This design comes from an exercise in tuning for small area on the open sky130 flow, not from production work. The RTL was checked by simulation tests, not by an equivalence proof against the original design. Power figures rest on the tool's default switching activity, not on a simulated workload.

run K:
Design dmaController, start of the top module:
module dmaController (
  input  logic dma_if,
  input  logic rst,
  input  logic cs,
  input  logic wr,
  input  logic rd,
  input  dmaPkg::regAddr_t regAddr,
  input  dmaPkg::regByte_t wrData,
  output dmaPkg::regByte_t rdData,
  input  dmaPkg::channelMask_t dreq,
  output logic memValid,
  output dmaPkg::addrWord_t memAddr,
  output dmaPkg::channel_t memChannel,
  output logic memTc,
  input  logic memCredit
);
  logic [3:0][15:0] addrBase, addrCur, countBase, countCur;
  logic [3:0] maskReg, softReq, autoInit, downReg, tcStatus;
  logic bytePtr;
  logic [2:0] owed;   
  logic writeEn, masterClear, clear, ctrAccess, ctrWrite;
  assign writeEn = cs && wr;
  assign masterClear = writeEn && regAddr == 4'd13;
  assign clear = rst || masterClear;
  assign ctrAccess = cs && (wr || rd) && !regAddr[3];
  assign ctrWrite = writeEn && !regAddr[3];
  logic [3:0] request, winHot;
  logic [1:0] winner;
  logic grant;
  assign request = (dreq | softReq) & ~maskReg;
  assign winHot = request & ~(request << 1) & ~(request << 2) & ~(request << 3);
  assign winner = {winHot[2] || winHot[3], winHot[1] || winHot[3]};
  assign grant = |request && !masterClear && !owed[2];
  logic [15:0] addrNow, countNow;
  always_comb
  begin
    addrNow = '0;
    countNow = '0;
    for (int i = 0; i < 4; i++)
    begin
      addrNow |= addrCur[i] & {16{winHot[i]}};
      countNow |= countCur[i] & {16{winHot[i]}};
    end
  end
  logic down, reloadMode;
  logic [15:0] addrProp, addrStep;
  logic [15:0] addrCarry;
  logic [4:0] addrGroupCarry;
  assign down = |(downReg & winHot);
  assign reloadMode = |(autoInit & winHot);
  assign addrProp = addrNow ^ {16{down}};
  assign addrGroupCarry[0] = 1'b1;
  for (genvar g = 0; g < 4; g++)
  begin : g_incGroup
    assign addrGroupCarry[g+1] = addrGroupCarry[g] && &addrProp[4*g +: 4];
    assign addrCarry[4*g] = addrGroupCarry[g];
    for (genvar k = 1; k < 4; k++)
    begin : g_bit
      assign addrCarry[4*g+k] = addrCarry[4*g+k-1] && addrProp[4*g+k-1];
    end
  end
  assign addrStep = addrNow ^ addrCarry;
  logic [15:0] countZero, countStep, countBorrow;
  logic [4:0] countGroupBorrow;
  logic terminal, reload;
  assign countZero = ~countNow;
  ...
Size in the first run: about 1,200 cells after synthesis, about 310 flip-flops, roughly 12,000 um^2 of cells after synthesis.
Settings: LEC_CHECK=0, CAP_MARGIN=20, CORE_MARGIN=2, CORE_UTILIZATION=70, SLEW_MARGIN=20; clock period 5.0 ns.
standard.sh (not shown) runs the stock make flow with config.mk's settings and CLKGATE_MAP_FILE= SYNTH_SCRIPT=/design/flow/synth_recipe.tcl, a recipe that flattens the netlist after the stock synthesis.
==> flow/flow/run.sh <==
#!/bin/bash
# Standard layout with an area-oriented ABC mapping in place of the speed script, small port
# buffers, and a clock tree of clkbuf_8 without dummy loads.
# The synthesis script is synth_recipe.tcl with only the abc command's -script argument replaced.
set -uo pipefail
W=$(pwd)
{
  cat <<EOF
proc abc {args} {
  set i [lsearch -exact \$args -script]
  if { \$i >= 0 } { set args [lreplace \$args [expr {\$i + 1}] [expr {\$i + 1}] $W/flow/area.abc] }
  yosys abc {*}\$args
}
EOF
  cat "$W/synth_recipe.tcl"
} > "$W/area_synth.tcl"
bash "$W/standard.sh" SYNTH_SCRIPT="$W/area_synth.tcl" \
  "BUFFER_PORTS_ARGS=-buffer_cell sky130_fd_sc_hd__buf_2" \
  "CTS_ARGS=-sink_clustering_enable -repair_clock_nets -dont_use_dummy_load -buf_list sky130_fd_sc_hd__clkbuf_8 -sink_clustering_size 16 -sink_clustering_max_diameter 60" \
  RECOVER_POWER=100 finish > "$W/standard_make.log" 2>&1
status=$?
cp -f "$W"/orfs/logs/*/dmaController/base/*.log "$W"/ 2>/dev/null
exit $status
==> flow/flow/area.abc <==
&get -n
&st
&dch -f
&nf -a -F 10 -A 10
&put
topo
Complete run, failing final checks: run K, reason max-capacitance violations, max-slew violations.
Changes in run R relative to run K:
Settings: CORE_UTILIZATION: 70 -> 60.
diff --git a/flow/flow/run.sh b/flow/flow/run.sh
--- a/flow/flow/run.sh
+++ b/flow/flow/run.sh
@@ -19,3 +19,3 @@
   "CTS_ARGS=-sink_clustering_enable -repair_clock_nets -dont_use_dummy_load -buf_list sky130_fd_sc_hd__clkbuf_8 -sink_clustering_size 16 -sink_clustering_max_diameter 60" \
-  RECOVER_POWER=100 finish > "$W/standard_make.log" 2>&1
+  finish > "$W/standard_make.log" 2>&1
 status=$?
Notes after the runs:
Run R has completed all stages; timing, DRC and antenna checks passed.
Area of the multi-input gates: run K vs run R — no meaningful difference
Run K and run R ended up with nearly the same register clock-pin slew on the reported worst setup and hold paths.
Comparing run K and run R, area growth from synthesis to layout is lower on run K.
Half-perimeter wire length of the detailed placement result (run R vs. run K) increases by a few percent
Core utilization of the finished layout, run K and run R, lower one = run R.
From run K to run R, number of non-clock inverters in the layout did not move at all.
From run K to run R the numbers moved as follows: clock network power share went up by 1.1 points; wire length after detailed routing flat; global-route usage moved down; detailed-routing wirelength on met1 up about 9%.
Diff run K and run R: sequential share of cell area higher in run K

re-timing with driven ports:
In the flow no input, the clock included, has a driving cell. The finished layouts below were timed again as built, in two steps. Step 1: set_driving_cell puts a clkbuf_16 on dma_if and a buf_2 on each other input, an assumption about the parent block. Step 2 moves the port delays by t, midway between the first and last clock arrival at a register: inputs arrive t later, outputs are due t later. That takes back most of the time a late clock gives input paths. Slacks: ideal / step 1 / step 2; pairs: ideal / step 1.
| run | t (ns) | setup slack, ns | worst setup path at the end | worst slew at a driven data input, ns | pins driven straight from the clock port |
|---|---|---|---|---|---|
| run K | 0.595 | 0.314 / 0.329 / -0.266 | input to register | 0.04 | 1 |
| run R | 0.607 | 0.972 / 0.990 / 0.384 | input to register | 0.04 | 1 |
The setup slack of run R, which loses most, moves by +0.018 ns with the drivers and by -0.588 ns with both steps.
